From an optimization exercise on the open Yosys and OpenROAD flow, aimed at small area and few clock cycles; shortcuts taken in it are not production practice.
Only simulation tests tie the RTL to the original design; equivalence was not proved.
Power and IR drop assume default switching activity.

$ cat flow/config.mk
export PLATFORM = sky130hd
export DESIGN_NAME = mppt_telemetry_aggregator_top
export DESIGN_NICKNAME = mppt_telemetry_aggregator_top
export VERILOG_FILES = /design/flow/design.v
export SDC_FILE = /design/flow/constraint.sdc
export NUM_CORES = 4
export LEC_CHECK = 0
export CAP_MARGIN = 20
export CORE_MARGIN = 2
export CORE_UTILIZATION = 40
export SLEW_MARGIN = 20
$ cat flow/constraint.sdc
create_clock -name core_clock -period 5.0 [get_ports {clk}]
set_input_delay 1.0000 -clock core_clock [delete_from_list [all_inputs] [get_ports {clk}]]
set_output_delay 1.0000 -clock core_clock [all_outputs]
set_load 0.01 [all_outputs]
$ cat flow/design.v
`default_nettype none
module mppt_telemetry_aggregator_top (
  input  wire        clk,
  input  wire        rst_n,
  input  wire        in_valid,
  output wire        in_ready,
  input  wire [1:0]  in_command,
  input  wire [10:0] in_frame_id,
  input  wire [1:0]  in_frame_status,
  input  wire [15:0] in_word_one,
  input  wire [15:0] in_word_two,
  input  wire [15:0] in_word_three,
  input  wire [15:0] in_word_four,
  output wire        out_valid,
  input  wire        out_ready,
  output wire [2:0]  out_kind,
  output wire [31:0] out_value_high,
  output wire [31:0] out_value_low,
  output wire        out_last,
  output wire [4:0]  out_status_one,
  output wire [4:0]  out_status_two,
  input  wire        cfg_valid,
  output wire        cfg_ready,
  input  wire [1:0]  cfg_index,
  input  wire [31:0] cfg_data
);
  localparam [31:0] IdentText = 32'h4143_7631;
  localparam [1:0] CMD_FRAME  = 2'd0;
  localparam [1:0] CMD_POLL   = 2'd1;
  localparam [1:0] CMD_REPORT = 2'd2;
  localparam [1:0] GRP_AVG   = 2'd0;
  localparam [1:0] GRP_TEMP  = 2'd1;
  localparam [1:0] GRP_PAIR  = 2'd2;
  localparam [1:0] GRP_IDENT = 2'd3;
  reg  [10:0] unit_one_id_r;
  reg  [10:0] unit_two_id_r;
  reg  [15:0] temp_limit_r;
  reg  [31:0] serial_no_r;
  assign cfg_ready = 1'b1;
  always @(posedge clk) begin
    if (!rst_n) begin
      unit_one_id_r <= 11'd0;
      unit_two_id_r <= 11'd1;
      temp_limit_r  <= 16'd7000;
      serial_no_r   <= 32'd0;
    end else if (cfg_valid) begin
      case (cfg_index)
        2'd0:    unit_one_id_r <= cfg_data[10:0];
        2'd1:    unit_two_id_r <= cfg_data[10:0];
        2'd2:    temp_limit_r  <= cfg_data[15:0];
        default: serial_no_r   <= cfg_data;
      endcase
    end
  end
  reg  [15:0] avg_v0_r, avg_v1_r, avg_c0_r, avg_c1_r;
  reg  [15:0] bus0_r, bus1_r, temp0_r, temp1_r;
  reg         ot0_r, ot1_r;         
  reg         pd0_r, pd1_r;         
  reg         poll_sel_r;
  reg  [3:0]  phase_r;
  reg         s0_valid_r;           
  reg  [2:0]  s0_kind_r;
  reg         s0_unit_r;            
  reg  [1:0]  s0_grp_r;             
  reg  [3:0]  s0_st_r;              
  reg         s1_valid_r;           
  reg         s1_report_r;
  reg         s1_unit_r;
  reg  [1:0]  s1_grp_r;
  reg  [3:0]  s1_st_r;
  reg         s0_more;
  reg  [2:0]  s0_next_kind;
  always @(*) begin
    s0_more      = 1'b0;
    s0_next_kind = 3'd0;
    case (s0_kind_r)
      3'd1: begin
        s0_more = 1'b1;
        case (s0_grp_r)
          GRP_AVG:  s0_next_kind = 3'd2;
          GRP_TEMP: s0_next_kind = 3'd4;
          GRP_PAIR: s0_next_kind = 3'd6;
          default:  s0_next_kind = 3'd7;
        endcase
      end
      3'd2: begin s0_more = 1'b1; s0_next_kind = 3'd3; end
      3'd4: begin s0_more = 1'b1; s0_next_kind = 3'd5; end
      default: ;
    endcase
  end
  wire        take    = s0_valid_r && out_ready;
  wire        adv     = take && !s0_more;    
  wire        a_valid = adv ? s1_valid_r : s0_valid_r;
  wire        a_kind1 = adv ? 1'b1 : (take ? 1'b0 : (s0_kind_r == 3'd1));
  wire [2:0]  a_kind  = adv ? (s1_report_r ? 3'd1 : 3'd0) : (take ? s0_next_kind : s0_kind_r);
  wire        a_s1    = adv ? 1'b0 : s1_valid_r;
  reg dep0, dep1;
  always @(*) begin
    dep0 = 1'b0;
    dep1 = 1'b0;
    if (a_valid) begin
      case (a_kind)
        3'd1, 3'd2, 3'd4, 3'd6: begin dep0 = 1'b1; dep1 = 1'b1; end
        3'd3:                   dep1 = 1'b1;
        default: ;
      endcase
    end
    if (a_s1 && s1_report_r) begin
      dep0 = 1'b1;
      dep1 = 1'b1;
    end
  end
  wire is_frame  = (in_command == CMD_FRAME) && (in_frame_status == 2'd0);
  wire hit_one   = (in_frame_id == unit_one_id_r);
  wire hit_two   = (in_frame_id == unit_two_id_r);
  wire upd0      = is_frame && hit_one;
  wire upd1      = is_frame && !hit_one && hit_two;
  wire is_poll   = (in_command == CMD_POLL);
  wire is_report = (in_command == CMD_REPORT);
  wire gives     = is_poll || is_report;
  assign in_ready = !((upd0 && dep0) || (upd1 && dep1) || (gives && a_s1));
  wire acc     = rst_n && in_valid && in_ready;
  wire acc_f0  = acc && upd0;
  wire acc_f1  = acc && upd1;
  wire acc_msg = acc && gives;
  wire [15:0] sm_v_avg = upd1 ? avg_v1_r : avg_v0_r;
  wire [15:0] sm_c_avg = upd1 ? avg_c1_r : avg_c0_r;
  wire [16:0] sm_v_d   = {1'b0, in_word_one} - {1'b0, sm_v_avg};
  wire [16:0] sm_c_d   = {1'b0, in_word_two} - {1'b0, sm_c_avg};
  wire [15:0] sm_v     = sm_v_avg + {{3{sm_v_d[16]}}, sm_v_d[16:4]};
  wire [15:0] sm_c     = sm_c_avg + {{3{sm_c_d[16]}}, sm_c_d[16:4]};
  wire        over     = (in_word_four > temp_limit_r);
  wire        poll_u   = poll_sel_r;
  wire [3:0]  msg_st   = {ot1_r, pd1_r | (is_poll & poll_u), ot0_r, pd0_r | (is_poll & ~poll_u)};
  reg  [1:0]  msg_grp;
  always @(*) begin
    case (phase_r)
      4'd0, 4'd3, 4'd6: msg_grp = GRP_AVG;
      4'd1, 4'd4, 4'd7: msg_grp = GRP_TEMP;
      4'd2, 4'd5, 4'd8: msg_grp = GRP_PAIR;
      default:          msg_grp = GRP_IDENT;
    endcase
  end
  always @(posedge clk) begin
    if (!rst_n) begin
      avg_v0_r <= 16'd0; avg_v1_r <= 16'd0; avg_c0_r <= 16'd0; avg_c1_r <= 16'd0;
      bus0_r   <= 16'd0; bus1_r   <= 16'd0; temp0_r  <= 16'd0; temp1_r  <= 16'd0;
      ot0_r <= 1'b0; ot1_r <= 1'b0; pd0_r <= 1'b0; pd1_r <= 1'b0;
      poll_sel_r <= 1'b0;
      phase_r    <= 4'd0;
    end else begin
      if (acc_f0) begin
        avg_v0_r <= sm_v; avg_c0_r <= sm_c; bus0_r <= in_word_three; temp0_r <= in_word_four;
        ot0_r <= ot0_r | over; pd0_r <= 1'b0;
      end
      if (acc_f1) begin
        avg_v1_r <= sm_v; avg_c1_r <= sm_c; bus1_r <= in_word_three; temp1_r <= in_word_four;
        ot1_r <= ot1_r | over; pd1_r <= 1'b0;
      end
      if (acc_msg && is_poll) begin
        poll_sel_r <= ~poll_sel_r;
        if (poll_u) pd1_r <= 1'b1;
        else        pd0_r <= 1'b1;
      end
      if (acc_msg && is_report) begin
        phase_r <= (phase_r == 4'd9) ? 4'd0 : phase_r + 4'd1;
      end
    end
  end
  always @(posedge clk) begin
    if (!rst_n) begin
      s0_valid_r <= 1'b0;
      s1_valid_r <= 1'b0;
    end else begin
      s0_valid_r <= a_valid || acc_msg;
      s1_valid_r <= a_s1 || (acc_msg && a_valid);
    end
  end
  always @(posedge clk) begin
    if (acc_msg && !a_valid) begin
      s0_kind_r <= is_report ? 3'd1 : 3'd0;
      s0_unit_r <= poll_u;
      s0_grp_r  <= msg_grp;
      s0_st_r   <= msg_st;
    end else if (adv) begin
      s0_kind_r <= s1_report_r ? 3'd1 : 3'd0;
      s0_unit_r <= s1_unit_r;
      s0_grp_r  <= s1_grp_r;
      s0_st_r   <= s1_st_r;
    end else if (take) begin
      s0_kind_r <= s0_next_kind;
    end
    if (acc_msg && a_valid) begin
      s1_report_r <= is_report;
      s1_unit_r   <= poll_u;
      s1_grp_r    <= msg_grp;
      s1_st_r     <= msg_st;
    end
  end
  reg  [31:0] hi, lo;
  wire [16:0] bus_sum  = {1'b0, bus0_r} + {1'b0, bus1_r};
  wire [15:0] temp_max = (temp1_r >= temp0_r) ? temp1_r : temp0_r;
  always @(*) begin
    hi = 32'd0;
    lo = 32'd0;
    case (s0_kind_r)
      3'd0: lo = {21'd0, s0_unit_r ? unit_two_id_r : unit_one_id_r};
      3'd1: lo = {15'd0, bus_sum};
      3'd2: begin hi = {16'd0, avg_v0_r}; lo = {16'd0, avg_c0_r}; end
      3'd3: begin hi = {16'd0, avg_v1_r}; lo = {16'd0, avg_c1_r}; end
      3'd4: lo = {16'd0, temp_max};
      3'd6: begin hi = {16'd0, temp0_r}; lo = {16'd0, temp1_r}; end
      default: begin hi = IdentText; lo = serial_no_r; end
    endcase
  end
  assign out_valid      = s0_valid_r;
  assign out_kind       = s0_kind_r;
  assign out_value_high = hi;
  assign out_value_low  = lo;
  assign out_last       = !s0_more;
  assign out_status_one = {s0_st_r[1], 2'b00, s0_st_r[0], 1'b0};
  assign out_status_two = {s0_st_r[3], 2'b00, s0_st_r[2], 1'b0};
endmodule
`default_nettype wire
$ cat flow/run.sh
#!/bin/bash
# synth_recipe.tcl (not shown) runs the flow's synth.tcl, then flattens the netlist and writes it again
# the make line also repeats each setting of config.mk as NAME=value (left out here)
make -C /OpenROAD-flow-scripts/flow DESIGN_CONFIG=/design/flow/config.mk WORK_HOME=/design/flow/orfs CLKGATE_MAP_FILE= SYNTH_SCRIPT=/design/flow/synth_recipe.tcl finish
==> notes.md <==
## sequential cells by signal, summed over array words and instances (netlist names), 11 cells and up
register and flops:
avg_c0_r 16, bus0_r 16, serial_no_r 32, avg_c1_r 16, bus1_r 16, temp1_r 16
avg_v1_r 16, avg_v0_r 16, unit_two_id_r 11, temp_limit_r 16, temp0_r 16, unit_one_id_r 11
## final cells by class
type | count | share of cell area
antenna | 1 | 0.000108
inverter | 90 | 0.0154
multi-input combinational | 1557 | 0.504
sequential | 229 | 0.205
clock buffer | 36 | 0.0329
clock inverter | 14 | 0.00800
timing repair buffer | 548 | 0.206
tap | 525 | 0.0284
## power by group through the flow
stage	registers [W]	logic [W]	clock network [W]
after CTS	0.00192	0.000973	0.00213
final	0.00192	0.00102	0.00210
after global routing	0.00192	0.00110	0.00220
after floorplan	0.00193	0.000509	0
after detailed placement	0.00196	0.000932	0
after global placement	0.00196	0.000923	0
## path summary, 6_finish.rpt
check | cells past startpoint | endpoint | startpoint | slack, ns
setup / recovery | 20 | out_value_low[13] | temp1_r[0] | -0.64
hold / removal | 0 | s1_grp_r[1] | msg_grp[1] | 0.43
setup reg to reg | 24 | avg_v0_r[14] | unit_two_id_r[4] | 0.14
hold reg to reg | 0 | s1_grp_r[1] | msg_grp[1] | 0.43
## kinds of logic (layout without fill, tap and decap cells)
family | count (synthesis) | after routing
AOI/OAI and AO/OA | 500 | 500
xor gates and xnor gates | 101 | 101
adders and majority gates | 101 | 101
buffers and inverters | 232 | 688
DFF | 229 | 229
muxes | 97 | 97
other | 2 | 19
and+or+nand+nor | 739 | 740
## through the flow
stage               TNS (ns)  instances  hold slack, ns  worst slack, ns  power [W]
detailed placement    -63.64       2861           0.421            -1.44    0.00289
CTS                    -9.62       2982           0.437           -0.635    0.00502
global placement      -57.40       2861           0.418            -1.25    0.00288
global route          -16.74       2999           0.449           -0.766    0.00522
floorplan              -3.47       2017           0.404           -0.521    0.00244
finish                 -9.20       3000           0.433           -0.644    0.00504
## synthesized netlist by cell type, types with 6 or more instances
cell / instances
and3_1: 28
o21bai_1: 16
mux2i_1: 60
ha_1: 88
o21a_1: 20
or3_1: 6
mux2_2: 28
xnor2_1: 57
and2_1: 22
o31ai_1: 7
a21oi_1: 82
nand3_1: 46
a211oi_1: 6
nor2b_1: 45
nand2_1: 409
buf_1: 8
o21ai_1: 14
a31oi_1: 11
xor2_1: 42
nor3_1: 26
nor2_1: 73
nor3b_1: 10
o211ai_1: 23
a22oi_1: 10
a21o_1: 26
nor4_1: 13
o211a_1: 9
o22ai_1: 11
o221ai_1: 9
edfxtp_1: 15
o21ai_0: 41
dfxtp_1: 214
nand2b_1: 17
a21boi_0: 138
nand4_1: 12
clkbuf_1: 107
inv_1: 88
a21boi_1: 8
maj3_1: 11
buf_4: 26
## placed cells by master, fill, tap and decap left out, drive strengths merged, types with 17 or more instances in the layout
cell type      count
nand2b            17
clkdlybuf4s50    147
xor2              42
and2              22
a21o              26
a21boi           146
and3              28
nor2b             45
buf              387
o211ai            23
ha                88
conb              18
nor3              26
nand2            411
o21ai             55
nand3             46
a21oi             83
mux2              28
clkbuf            37
inv               88
o21bai            18
mux2i             64
dfxtp            214
o21a              20
nor2              73
xnor2             58
## worst max-delay path, delay by kind of cell (launching register included)
kind	cells	cell delay, ns
AO/OA/AOI/OAI	12	2.03
multiplexers	2	0.85
buffers and inverters	3	0.35
flip-flops	1	0.33
AND/OR/NAND/NOR	2	0.30
adder cells (fa/ha/maj)	1	0.22
## layer usage
layer	vias to the layer above	global-route usage	wire length (µm)
met3	95	0.0304	3070
met2	460	0.435	25900
met1	7777	0.350	24800
met5	-	0	0
met4	0	0.0847	1760
li1	7877	-	-
## what timing repair did
| item | CTS | global route |
|---|---|---|
| pin swaps | 119 | 122 |
| buffers inserted | 77 | 25 |
| endpoints found under the setup margin | 65 | 61 |
| gates resized for setup | 262 | 107 |
| cloned | 1 | 0 |
==> reports/metrics.csv <==
stage;metric;value;unit
clocking;Num CTS Buffers;28;
sta;post-route setup slack;-0.644;ns
power;Leakage;9.42;nW
power;Gate power share;0.202;
placed_design;HPWL after DPL;40300;µm
route;initial DRC count;1025;
worst_setup_path;most frequent CP cell;a21o_1;
placed_design;placed instance area;0.0203;mm²
sta;Worst Max-Slew Pin Slew;1.12;ns
sta;fin. max-slew vios;0;
grt;initial antenna violation count;1;
cells_and_area;register area;0.00474;mm²
power;sw frac;0.281;
clocking;clock root cell;clkbuf_16;
yosys;largest family of logic cells by synthesized area;compound AO/OA/AOI/OAI gates;
floorplan;IO Pins;199;
route;drt via density;5.40;
route;antenna-violating nets left;0;
worst_setup_path;arrival time worst endpoint;4.64;ns
power;peak supply drop;242;µV
sta;RSZ-0062 raised after global routing;yes;
power;PD cells;218;mW/mm²
power;sequential power share;0.381;
clocking;TritonCTS clock tree;yes;
yosys;Synth cell types;95;
clocking;Worst-path clk slew;0.06;ns
route;total wire length;55600;µm
clocking;largest buffer count on any clock path;3;
yosys;Compound-Gate Fraction of Synth Area;0.225;
yosys;mux cell area share after synthesis;0.0685;
worst_setup_path;crit-path max FO;4;
yosys;area share of the largest cell type after synthesis;0.269;
route;total number of vias;16200;
yosys;Synth Flop Type;dfxtp_1;
cells_and_area;fin nets;2661;
clocking;H-tree depth;1;
worst_setup_path;CP peak stage delay;0.52;ns
sta;Setup Skew;0.0322;ns
yosys;synth warn;1;
yosys;Seq cells post-synth;229;
cells_and_area;P&R area growth vs syn;45.1;%
grt;All-Layer GR Usage;0.261;
sta;Slew HR;0.250;
yosys;Syn Area/Cell;7.97;µm²
route;Routed WL per cell;18.5;µm
grt;GRT overflow;0;
worst_setup_path;Crit Path Category;flop to output port;
placed_design;IO buf count;180;
power;Internal Power;0.00363;W
flow_run;max-cap violation count;0;
worst_setup_path;worst-path cell chain;inv_2 -> ha_4 -> nand2b_4 -> a21o_1 -> a21o_1 -> a21o_1 -> a21o_1 -> a21o_1 -> a21o_1 -> a21o_1 -> a21o_1 -> a21o_1 -> a21o_1 -> a2111oi_4 -> o21ai_2 -> buf_4 -> nor2_4 -> mux2_4 -> mux4_2 -> buf_6;
status;SO Faults;setup timing;
sta;Final setup viols;36;
route;DRC Markers;0;
cells_and_area;Multi-input gate area;0.0117;mm²
grt;pin count of the biggest net entering global routing;228;
placed_design;gp weighted congestion;0.915;
floorplan;die width;204;µm
worst_setup_path;Max stage delay cell, worst path;mux4_2;
yosys;Post-Synth Simple-Gate Area;0.214;
worst_setup_path;Worst EP required;4.00;ns
grt;first-pass GRT wire length;86100;µm
yosys;asr flop ratio synth;0;
clocking;hold buffers post-CTS;0;
route;drt pass-1 iters;7;
yosys;number of synthesized flops with an enable pin;15;
floorplan;Die Height;204;µm
min_path;HP Class;flop to flop;
status;status;failed layout checks;
yosys;Mapped Cells;2001;
cells_and_area;fin area;0.0231;mm²
power;Switching Power;0.00142;W
yosys;Adder-Cell Fraction of Synth Area;0.0779;
worst_setup_path;CP Launch Type;flop;
yosys;leading area contributor after synthesis;dfxtp_1;
grt;vias in the first global route;15800;
worst_setup_path;CP Capture Type;output port;
floorplan;row count;73;
yosys;Area contributors post-synth;dfxtp_1, nand2_1, ha_1;
sta;fin crit period;5.64;ns
yosys;netlist area before placement;0.0160;mm²
yosys;sequential share of the synthesized area;0.297;
cells_and_area;Fillers;3510;
floorplan;Die ar.;0.0415;mm²
cells_and_area;layout cells sized above 1;0.278;
clocking;Sink Count;229;
sta;f_max;0.177;GHz
floorplan;Core Region;0.0395;mm²
floorplan;Initial Util;0.403;
power;Clock Power Share;0.417;
sta;fin crit share;1.13;
sta;final hold vios;0;
cells_and_area;utilization after layout;0.585;
clocking;later-pin clock latency in the skew report;0.57;ns
yosys;XOR/XNOR share of the synthesized area;0.0568;
Testbench counts, summed over its fixed seeds: cycles 17,837.

## port drivers added, routing unchanged
No port has a modelled driver above. Below, the same layout with a new extraction and two added sets of constraints. Step 1 (the two cells are an assumption about what drives the block):
set clk [get_ports {clk}]
set_driving_cell -lib_cell sky130_fd_sc_hd__clkbuf_16 $clk
set_driving_cell -lib_cell sky130_fd_sc_hd__buf_2 [delete_from_list [all_inputs] $clk]
Step 2 times the ports against the registers' clock, not the clock port: input delays grow and output delays shrink by t, the midpoint of the rising clock arrivals with the driver on. Slacks: no drivers / after step 1 / after step 2; pairs: no drivers / after step 1.
t, ns: 0.614
setup slack, ns: -0.644 / -0.701 / -0.841
clock arrival spread, ns: 0.032 / 0.032
For this run, drivers alone change the setup slack by -0.057 ns; drivers and shift together by -0.197 ns.
